Background: an optimization exercise with open tools, aiming at small area. Do not read the settings as production practice. The RTL of this run was laid out without a check of its function. Power figures rest on the tool's default switching activity, not on a simulated workload.

File: flow/flow/run.sh
#!/bin/bash
# The standard layout (bash standard.sh), with three changes to how it is made:
#  - synthesis maps with an area-only ABC script (flow/abc_area.script: amap, no buffering or
#    upsizing), so the single-gate modules of the RTL map onto single cells;
#  - the port buffers are buf_1 cells;
#  - the clock tree is built from small clock buffers.
# Each step's output goes to a log file of its own in this folder.
set -euo pipefail
here=$(pwd)
rm -rf "$here/scripts_own"
cp -r "$FLOW_HOME/scripts" "$here/scripts_own"
cp "$here/flow/abc_area.script" "$here/scripts_own/abc_area.script"
export SCRIPTS_DIR="$here/scripts_own"
export BUFFER_PORTS_ARGS="-buffer_cell sky130_fd_sc_hd__buf_1"
export CTS_ARGS="-sink_clustering_enable -repair_clock_nets -dont_use_dummy_load -buf_list sky130_fd_sc_hd__clkbuf_4 -sink_clustering_size 10 -sink_clustering_max_diameter 40"
bash standard.sh > "$here/standard_flow.log" 2>&1
File: flow/config.mk
export PLATFORM = sky130hd
export DESIGN_NAME = icache_ctrl_unit_mb
export DESIGN_NICKNAME = icache_ctrl_unit_mb
export VERILOG_FILES = /design/flow/design.v
export SDC_FILE = /design/flow/constraint.sdc
export NUM_CORES = 4
export LEC_CHECK = 0
export ABC_AREA = 1
export CAP_MARGIN = 20
export CORE_MARGIN = 2
export CORE_UTILIZATION = 60
export PLACE_DENSITY = 0.72
export SLEW_MARGIN = 20
export SYNTH_HIERARCHICAL = 1
File: flow/constraint.sdc
create_clock -name core_clock -period 6.0 [get_ports {clk_i}]
set_input_delay 1.2000 -clock core_clock [delete_from_list [all_inputs] [get_ports {clk_i}]]
set_output_delay 1.2000 -clock core_clock [all_outputs]
set_load 0.01 [all_outputs]
File: flow/design.v
package icache_ctrl_mb_pkg;
    localparam logic [5:0] REG_ENABLE    = 6'h00;
    localparam logic [5:0] REG_FLUSH     = 6'h01;
    localparam logic [5:0] REG_SEL_FLUSH = 6'h02;
    localparam logic [5:0] REG_STATUS    = 6'h03;
    localparam logic [5:0] REG_CLEAR     = 6'h04;
    localparam logic [5:0] REG_CNT_EN    = 6'h05;
    localparam logic [1:0] REG_HIT_PAGE   = 2'b01;
    localparam logic [1:0] REG_TRANS_PAGE = 2'b10;
    localparam logic [31:0] BADD_DATA = 32'hBADD_A555;
    typedef enum logic [2:0] {
        IDLE,
        WAIT_BYP,
        WAIT_FL,
        WAIT_SEL,
        DONE
    } state_e;
endpackage
module icache_stat_cnt_bank #(
    parameter int NB_CORES  = 8,
    parameter int CNT_WIDTH = 16
) (
    input  logic                 clk_i,
    input  logic                 clear,
    input  logic                 clear_n,
    input  logic                 enable,
    input  logic [NB_CORES-1:0]  hit_evt,
    input  logic [NB_CORES-1:0]  trans_evt,
    input  logic [2*NB_CORES-1:0] rd_sel,     
    input  logic [2*NB_CORES-1:0] rd_sel_n,   
    output logic [CNT_WIDTH-1:0] rd_x,
    output logic [CNT_WIDTH-1:0] rd_y
);
    localparam int N = 2 * NB_CORES;
    logic [CNT_WIDTH-1:0] st [N];
    logic [N-1:0]         evt;
    assign evt = {trans_evt, hit_evt};
    for (genvar c = 0; c < N; c++) begin : g_cnt
        logic [CNT_WIDTH:0]   cy;    
        logic [CNT_WIDTH-1:0] d;
        logic                 sat, sat_n;
        icg_nand2 u_c0 (.a(enable), .b(evt[c]), .y(cy[0]));
        for (genvar i = 0; i < CNT_WIDTH; i++) begin : g_bit
            logic s;
            if (i % 2 == 0) begin : g_inv
                icg_nor2  u_t (.a(cy[i]), .b(st[c][i]), .y(cy[i+1]));
                icg_a21oi u_s (.a1(st[c][i]), .a2(cy[i]), .b1(cy[i+1]), .y(s));
                icg_o21ai u_d (.a1(s), .a2(sat), .b1(clear_n), .y(d[i]));
            end else begin : g_true
                icg_nand2 u_t (.a(st[c][i]), .b(cy[i]), .y(cy[i+1]));
                icg_o21ai u_s (.a1(st[c][i]), .a2(cy[i]), .b1(cy[i+1]), .y(s));
                icg_a21oi u_d (.a1(s), .a2(sat_n), .b1(clear), .y(d[i]));
            end
        end
        assign sat_n = cy[CNT_WIDTH];
        icg_inv u_sat (.a(sat_n), .y(sat));
        always_ff @(posedge clk_i) begin
            st[c] <= d;
        end
    end
    for (genvar i = 0; i < CNT_WIDTH; i++) begin : g_rd
        if (i % 2 == 0) begin : g_inv
            logic [7:0] w;
            for (genvar k = 0; k < 8; k++) begin : g_pair
                icg_o22ai u_m (.a1(st[2*k][i]), .a2(rd_sel_n[2*k]), .b1(st[2*k+1][i]),
                               .b2(rd_sel_n[2*k+1]), .y(w[k]));
            end
            icg_nor4 u_ga (.a(w[0]), .b(w[1]), .c(w[2]), .d(w[3]), .y(rd_x[i]));
            icg_nor4 u_gb (.a(w[4]), .b(w[5]), .c(w[6]), .d(w[7]), .y(rd_y[i]));
        end else begin : g_true
            logic [5:0] z;
            for (genvar k = 0; k < 5; k++) begin : g_tri
                icg_a222oi u_m (.a1(st[3*k][i]), .a2(rd_sel[3*k]), .b1(st[3*k+1][i]),
                                .b2(rd_sel[3*k+1]), .c1(st[3*k+2][i]), .c2(rd_sel[3*k+2]), .y(z[k]));
            end
            icg_nand2 u_m15 (.a(st[15][i]), .b(rd_sel[15]), .y(z[5]));
            icg_nand3 u_ga (.a(z[0]), .b(z[1]), .c(z[2]), .y(rd_x[i]));
            icg_nand3 u_gb (.a(z[3]), .b(z[4]), .c(z[5]), .y(rd_y[i]));
        end
    end
endmodule
module icg_inv (input logic a, output logic y);
    assign y = ~a;
endmodule
module icg_nand2 (input logic a, input logic b, output logic y);
    assign y = ~(a & b);
endmodule
module icg_nor2 (input logic a, input logic b, output logic y);
    assign y = ~(a | b);
endmodule
module icg_nand3 (input logic a, input logic b, input logic c, output logic y);
    assign y = ~(a & b & c);
endmodule
module icg_nor4 (input logic a, input logic b, input logic c, input logic d, output logic y);
    assign y = ~(a | b | c | d);
endmodule
module icg_a21oi (input logic a1, input logic a2, input logic b1, output logic y);
    assign y = ~((a1 & a2) | b1);
endmodule
module icg_o21ai (input logic a1, input logic a2, input logic b1, output logic y);
    assign y = ~((a1 | a2) & b1);
endmodule
module icg_o22ai (input logic a1, input logic a2, input logic b1, input logic b2, output logic y);
    assign y = ~((a1 | a2) & (b1 | b2));
endmodule
module icg_a222oi (input logic a1, input logic a2, input logic b1, input logic b2, input logic c1,
                   input logic c2, output logic y);
    assign y = ~((a1 & a2) | (b1 & b2) | (c1 & c2));
endmodule
module icache_ctrl_unit_mb #(
    parameter int NB_BANKS  = 8,
    parameter int NB_CORES  = 8,
    parameter int ID_WIDTH  = 9,
    parameter int CNT_WIDTH = 16
) (
    input  logic                  clk_i,
    input  logic                  rst_ni,
    input  logic                  bus_req_i,
    input  logic [31:0]           bus_add_i,
    input  logic                  bus_wen_i,
    input  logic [31:0]           bus_wdata_i,
    input  logic [3:0]            bus_be_i,
    input  logic [ID_WIDTH-1:0]   bus_id_i,
    output logic                  bus_gnt_o,
    output logic                  bus_r_valid_o,
    output logic                  bus_r_opc_o,
    output logic [ID_WIDTH-1:0]   bus_r_id_o,
    output logic [31:0]           bus_r_rdata_o,
    output logic [NB_BANKS-1:0]   bypass_req_o,
    input  logic [NB_BANKS-1:0]   bypass_ack_i,
    output logic [NB_BANKS-1:0]   flush_req_o,
    input  logic [NB_BANKS-1:0]   flush_ack_i,
    output logic                  sel_flush_req_o,
    output logic [31:0]           sel_flush_addr_o,
    input  logic                  sel_flush_ack_i,
    input  logic [NB_CORES-1:0]   hit_evt_i,
    input  logic [NB_CORES-1:0]   trans_evt_i,
    output logic [2:0]            state_dbg
);
    logic [2:0]           state;
    logic                 cnt_en;
    logic                 r_valid_q;
    logic                 r_opc_q;
    logic [ID_WIDTH-1:0]  r_id_q;
    logic [31:0]          x_q;
    logic [31:0]          x_d;
    logic [15:0]          lo_d;
    logic [CNT_WIDTH-1:0] cnt_rdata;
    logic [CNT_WIDTH-1:0] cnt_rd_x, cnt_rd_y;
    logic [2*NB_CORES-1:0] cnt_sel;
    logic [5:0]           idx;
    logic                 idle, w_byp, w_fl, w_sel, done;
    logic                 wr, rd;
    logic                 wr_en, wr_fl, wr_sel, wr_clr, wr_cen, wr_hs;
    logic                 cnt_page, rd_en, rd_stat, rd_cen, bad;
    logic                 byp_match, fl_done;
    logic [NB_BANKS-1:0]  fl_next;
    logic                 clear_cnt, clear_cnt_n;
    logic                 unused_bits;
    assign idx   = bus_add_i[7:2];
    assign idle  = ~(state[2] | state[1] | state[0]);
    assign w_byp = state[0] & ~state[1];
    assign w_fl  = state[1] & ~state[0];
    assign w_sel = state[1] & state[0];
    assign done  = state[2];
    assign wr     = idle & bus_req_i & ~bus_wen_i;
    assign rd     = idle & bus_wen_i;
    assign wr_en  = wr & (idx == 6'h00);
    assign wr_fl  = wr & (idx == 6'h01);
    assign wr_sel = wr & (idx == 6'h02);
    assign wr_clr = wr & (idx == 6'h04);
    assign wr_cen = wr & (idx == 6'h05);
    assign wr_hs  = wr_en | wr_fl | wr_sel;
    assign byp_match = (bypass_ack_i == bypass_req_o);
    assign fl_next   = flush_req_o & ~flush_ack_i;
    assign fl_done   = (fl_next == '0);
    assign cnt_page = (idx[5] ^ idx[4]) & ~idx[3];
    assign rd_en    = (idx == 6'h00);
    assign rd_stat  = (idx == 6'h03);
    assign rd_cen   = (idx == 6'h05);
    assign bad      = ~(cnt_page | rd_en | rd_stat | rd_cen);
    for (genvar k = 0; k < 2 * NB_CORES; k++) begin : g_sel
        assign cnt_sel[k] = rd & cnt_page & ({idx[5], idx[2:0]} == 4'(k));
    end
    for (genvar i = 0; i < CNT_WIDTH; i++) begin : g_rdat
        if (i % 2 == 0) begin : g_even
            assign cnt_rdata[i] = ~(cnt_rd_x[i] & cnt_rd_y[i]);
        end else begin : g_odd
            assign cnt_rdata[i] = cnt_rd_x[i] | cnt_rd_y[i];
        end
    end
    always_comb begin
        lo_d = 16'h0;
        if (rd) begin
            if (cnt_page)     lo_d = 16'h0;
            else if (rd_en)   lo_d = {8'h0, ~bypass_req_o};
            else if (rd_stat) lo_d = {8'h0, ~bypass_ack_i};
            else if (rd_cen)  lo_d = 16'(cnt_en);
            else              lo_d = 16'hA555;
        end
    end
    assign clear_cnt   = wr_clr | ~rst_ni;
    assign clear_cnt_n = ~clear_cnt;
    assign unused_bits = ^{bus_be_i, bus_add_i[31:8], bus_add_i[1:0]};
    assign bus_gnt_o       = idle & bus_req_i;
    assign bus_r_valid_o   = r_valid_q;
    assign bus_r_opc_o     = r_opc_q;
    assign bus_r_id_o      = r_id_q;
    assign bus_r_rdata_o   = x_q;
    assign sel_flush_addr_o = x_q;
    assign sel_flush_req_o = w_sel;
    assign state_dbg       = state;
    always_ff @(posedge clk_i or negedge rst_ni) begin
        if (!rst_ni) begin
            state        <= 3'd0;
            bypass_req_o <= '1;
            flush_req_o  <= '0;
            cnt_en       <= 1'b0;
            r_valid_q    <= 1'b0;
        end else begin
            state[2]  <= (w_byp & byp_match) | (w_fl & fl_done) | (w_sel & sel_flush_ack_i);
            state[1]  <= (wr_fl | wr_sel) | (w_fl & ~fl_done) | (w_sel & ~sel_flush_ack_i);
            state[0]  <= (wr_en | wr_sel) | (w_byp & ~byp_match) | (w_sel & ~sel_flush_ack_i);
            r_valid_q <= (idle & bus_req_i & ~wr_hs) | (w_byp & byp_match) | (w_fl & fl_done)
                       | (w_sel & sel_flush_ack_i);
            if (wr_en) bypass_req_o <= ~bus_wdata_i[NB_BANKS-1:0];
            flush_req_o <= wr_fl ? bus_wdata_i[NB_BANKS-1:0] : fl_next;
            if (wr_cen) cnt_en <= bus_wdata_i[0];
        end
    end
    assign x_d = ({32{wr_sel}} & bus_wdata_i)
               | {(rd & bad) ? 16'hBADD : 16'h0, lo_d | 16'(cnt_rdata)};
    always_ff @(posedge clk_i) begin
        r_opc_q <= wr & ~(wr_hs | wr_clr | wr_cen);
        if (idle) r_id_q <= bus_id_i;
        x_q <= x_d | ({32{w_sel & ~sel_flush_ack_i}} & x_q);
    end
    icache_stat_cnt_bank #(
        .NB_CORES  (NB_CORES),
        .CNT_WIDTH (CNT_WIDTH)
    ) u_cnt (
        .clk_i     (clk_i),
        .clear     (clear_cnt),
        .clear_n   (clear_cnt_n),
        .enable    (cnt_en),
        .hit_evt   (hit_evt_i),
        .trans_evt (trans_evt_i),
        .rd_sel    (cnt_sel),
        .rd_sel_n  (~cnt_sel),
        .rd_x      (cnt_rd_x),
        .rd_y      (cnt_rd_y)
    );
endmodule
File: flow/standard.sh
#!/bin/bash
# synth_recipe.tcl (not shown) runs the flow's synth.tcl, then flattens the netlist and writes it again
# the make line also repeats each setting of config.mk as NAME=value (left out here)
make -C /OpenROAD-flow-scripts/flow DESIGN_CONFIG=/design/flow/config.mk WORK_HOME=/design/flow/orfs CLKGATE_MAP_FILE= SYNTH_SCRIPT=/design/flow/synth_recipe.tcl "${@:-finish}"
File: flow/flow/abc_area.script
strash
dch
amap
topo
stime -c
==> reports/metrics.cfg <==
[run_status]
status = no timing/DRC/antenna violations

[sta]
maxSlewViolCount = 0
worstMarginPinSlew_ns = 1.062
min_period_ns = 4.419
rsz0062_at_grt = false
tns_ns = 0
finClkSkew_ns = 0.06199
hold_viol_final = 0
hold_slack_ns = 0.4672
max_freq_ghz = 0.2263
period_share_pct = 73.65
setup_violations = 0
max_slew_margin_pct = 29.19

[power_and_ir_drop]
max-vdd-ir-drop_mv = 0.1819
p_per_area_nw_per_um2 = 251.5
p_leak_nw = 4.529

[yosys]
synth_top_family_by_area = compound AO/OA/AOI/OAI gates
syn_inst = 1530
synthAdderAreaFrac_pct = 0.09809
ys_ff_latch = 319
avgSynthCellArea_um2 = 8.337
ys_top_cells_by_area = dfxtp_1 (45%), o21ai_0 (10%), a21oi_1 (10%), nand2_1 (5.5%), nor2_1 (4.6%)
synth_top_cell_area_share_pct = 45.36
synth_compound_area_share_pct = 30.71
synth-simple-area-share_pct = 13.49
ys.flop_type = dfxtp_1
synth-edff-count = 9
yosysTopAreaCell = dfxtp_1
muxShareOfSynthArea_pct = 0
synth_cell_types = 29
syn_nets = 1645
netlist_top_cells_count = dfxtp_1 (289), o21ai_0 (264), a21oi_1 (259)
yosysWarnings = 10
netlist_area_um2 = 12760
synth_most_common_cell = dfxtp_1
synth-async-reset-ratio_pct = 6.583
synth_xor_area_share_pct = 0
yosysSeqAreaShare_pct = 51.67

[global_route]
grt_pass1_wl_um = 56920
grt_pass1_vias = 10900
grt_usage_pct = 32.43
grt-ovfl-total = 0
grt_max_degree = 129
antenna_found_initial = 1

[hold_path]
min_path_type = flip-flop to flip-flop

[finish]
regArea_um2 = 6591
area_growth_pct = 9.465
fill_cells = 1862
layoutNonFillerInstCount = 2005
drive_gt1_share_pct = 3.817
fin_nets = 1846
multi_input_area_um2 = 5675

[place]
dp.cells = 1961
place_congestion = 0.9062
port_buffers = 179
dp_hpwl_um = 27600

[job]
maxCapViolCount = 0

[clock_tree]
post_cts_resized = 0
cts_root_buffer = clkbuf_4
ctsHoldBuffers = 0
cts_tree = done
clock_latency_ns = 0.67
clock_sinks = 319
postCtsSetupBuffers = 0
clkSlewWorstSetupHoldPaths_ns = 0.10
cts.htree.levels = 2
clk_path_buf_depth = 3
numCtsBuffers = 43

[floorplan]
initial_core_util_pct = 60.87
io_pins = 210
die_w_um = 149.8
core_um2 = 20960
die_h_um = 149.8
die_area_um2 = 22440
rows = 53

[routing]
final_antenna_net_count = 0
detail_route.wl_per_cell_um = 18.75
routed_wl_um = 37600
dr.first_iter.drc_count = 1239
num_vias = 12369
avgViaCountPerCell = 6.169
post-route-drc-count = 0
firstDrtPassIters = 7

[setup_path]
critPathKind = flip-flop to flip-flop
slowest_delay_ns = 1.06
path_max_fanout = 18
cp-start-kind = flip-flop
cp_data_required_time_ns = 6.47
critPathCaptureType = flip-flop
crit_chain = nand2_1, nor2_1, nand2_1, nor2_1, nand2_1, nor2_1, nand2_1, nor2_1, nand2_1, nor2_1, nand2_1, nor2_1, nand2_1, nor2_1, nand2_1, nor2_1, nand2_1, clkinv_1, o21ai_0
crit_slowest_cell = dfrtp_1
cp_top_family = simple AND/OR/NAND/NOR gates
worstPathArrival_ns = 4.89
cp_num_buf_inv = 1
crit_top_cell = nand2_1

[registers in the layout, summed over array words and instances, names as in the netlist]
signal,flops
u_cnt.st,256
x_q,32
r_id_q,9
bypass_req_o,8
flush_req_o,8
state,3
cnt_en,1
r_opc_q,1
r_valid_q,1
[per-stage QoR]
| step | power, mW | area (um2) | util (%) | setup WS, ns |
|---|---|---|---|---|
| 2_1_floorplan | 2.443 | 12760 | - | 0.6009 |
| 3_3_place_gp | 2.547 | 13640 | 65.08 | 1.528 |
| 3_5_place_dp | 2.552 | 13640 | 65.08 | 1.509 |
| 4_1_cts | 3.535 | 13960 | 66.62 | 1.731 |
| 5_1_grt | 3.650 | 13960 | 66.63 | 1.024 |
| 6_report | 3.512 | 13960 | 66.63 | 1.581 |
[layer usage]
metal	GRT usage [%]	part of all wire (%)	vias to the layer above
met3	6.128	8.8	81
met4	11.27	3.1	0
li1	-	-	6092
met5	0	0	-
met2	52.15	45	491
met1	43.98	43	5705
[worst min-delay path, stage by stage, from the launching register on]
cell and delay (ns):
dfxtp_1 0.34, nand2_1 0.06, nand2_1 0.04
[per-module statistics from Yosys (local to each module, per instance), excerpt]
module               copies in the design  flip-flops and latches  area [um2]
icg_inv                                16                       0       3.754
icg_a21oi                             256                       0       5.005
icg_nand3                              16                       0       5.005
icg_nor2                              128                       0       3.754
icg_nor4                               16                       0       6.256
icg_o21ai                             256                       0       5.005
icg_o22ai                              64                       0       6.256
icache_ctrl_unit_mb                     1                      63        2977
icg_a222oi                             40                       0       10.01
[worst paths after layout]
kind | from | endpoint | slack (ns) | depth (start not counted)
worst min register to register | x_q[15]$_DFF_P_ | x_q[15]$_DFF_P_ | 0.47 | 2
max in group asynchronous | rst_ni | bypass_req_o[0]$_DFFE_PN1P_ | 5.18 | 2
worst max-delay path | cnt_en$_DFFE_PN0P_ | u_cnt.st[7][6]$_DFF_P_ | 1.58 | 19
worst min-delay path | x_q[15]$_DFF_P_ | x_q[15]$_DFF_P_ | 0.47 | 2
worst max register to register | cnt_en$_DFFE_PN0P_ | u_cnt.st[7][6]$_DFF_P_ | 1.58 | 19
min in group asynchronous | rst_ni | flush_req_o[4]$_DFF_PN0_ | 0.50 | 2
[final cells by class]
cell class	instances	area share (%)
Tap cell	275	2.464
Multi-Input combinational cell	1107	40.65
Sequential cell	319	47.20
Timing Repair Buffer	189	5.439
Inverter	71	1.918
Clock buffer	43	2.312
Antenna cell	1	0.01792
[layout by cell type, fill, tap and decap left out, drive strengths merged, types with 16 or more instances in the layout]
cell / n
nand2: 187
o22ai: 79
nand3: 22
clkbuf: 43
a222oi: 40
a221o: 16
buf: 189
clkinv: 71
o21ai: 264
a21oi: 259
nor2: 157
dfxtp: 289
nor4: 23
[power by group]
group | switching, mW | internal, mW
Clock | 0.677 | 0.330
Sequential | 0.0472 | 2.19
Combinational | 0.175 | 0.0899
[cells by family (layout without fill, tap and decap cells)]
logic type                 after synthesis  in the layout
adders and majority gates                1              1
and+or+nand+nor                        418            418
other                                    0              1
buffers and inverters                  104            303
DFF                                    319            319
AOI/OAI and AO/OA                      688            688

==> afterwards: timing with drivers on the ports <==
Ports are ideal in the flow. The routed layout listed here was re-timed in OpenROAD. Step 1 (the two cells are an assumption about what drives the block):
set clk [get_ports {clk_i}]
set_driving_cell -lib_cell sky130_fd_sc_hd__clkbuf_16 $clk
set_driving_cell -lib_cell sky130_fd_sc_hd__buf_2 [delete_from_list [all_inputs] $clk]
Step 2, shift: input delay + t, output delay - t, t = (earliest + latest rising clock arrival at the registers) / 2. This alone moves slack from input paths to output paths. Slacks: ideal / step 1 / step 2; pairs: ideal / step 1.
t (ns): 0.681
setup slack, ns: 1.581 / 1.581 / 1.371
pins driven straight from the clock port: 1
After both steps this run still meets setup and hold. The setup slack of this run moves by 0.000 ns with the drivers and by -0.210 ns with both steps.
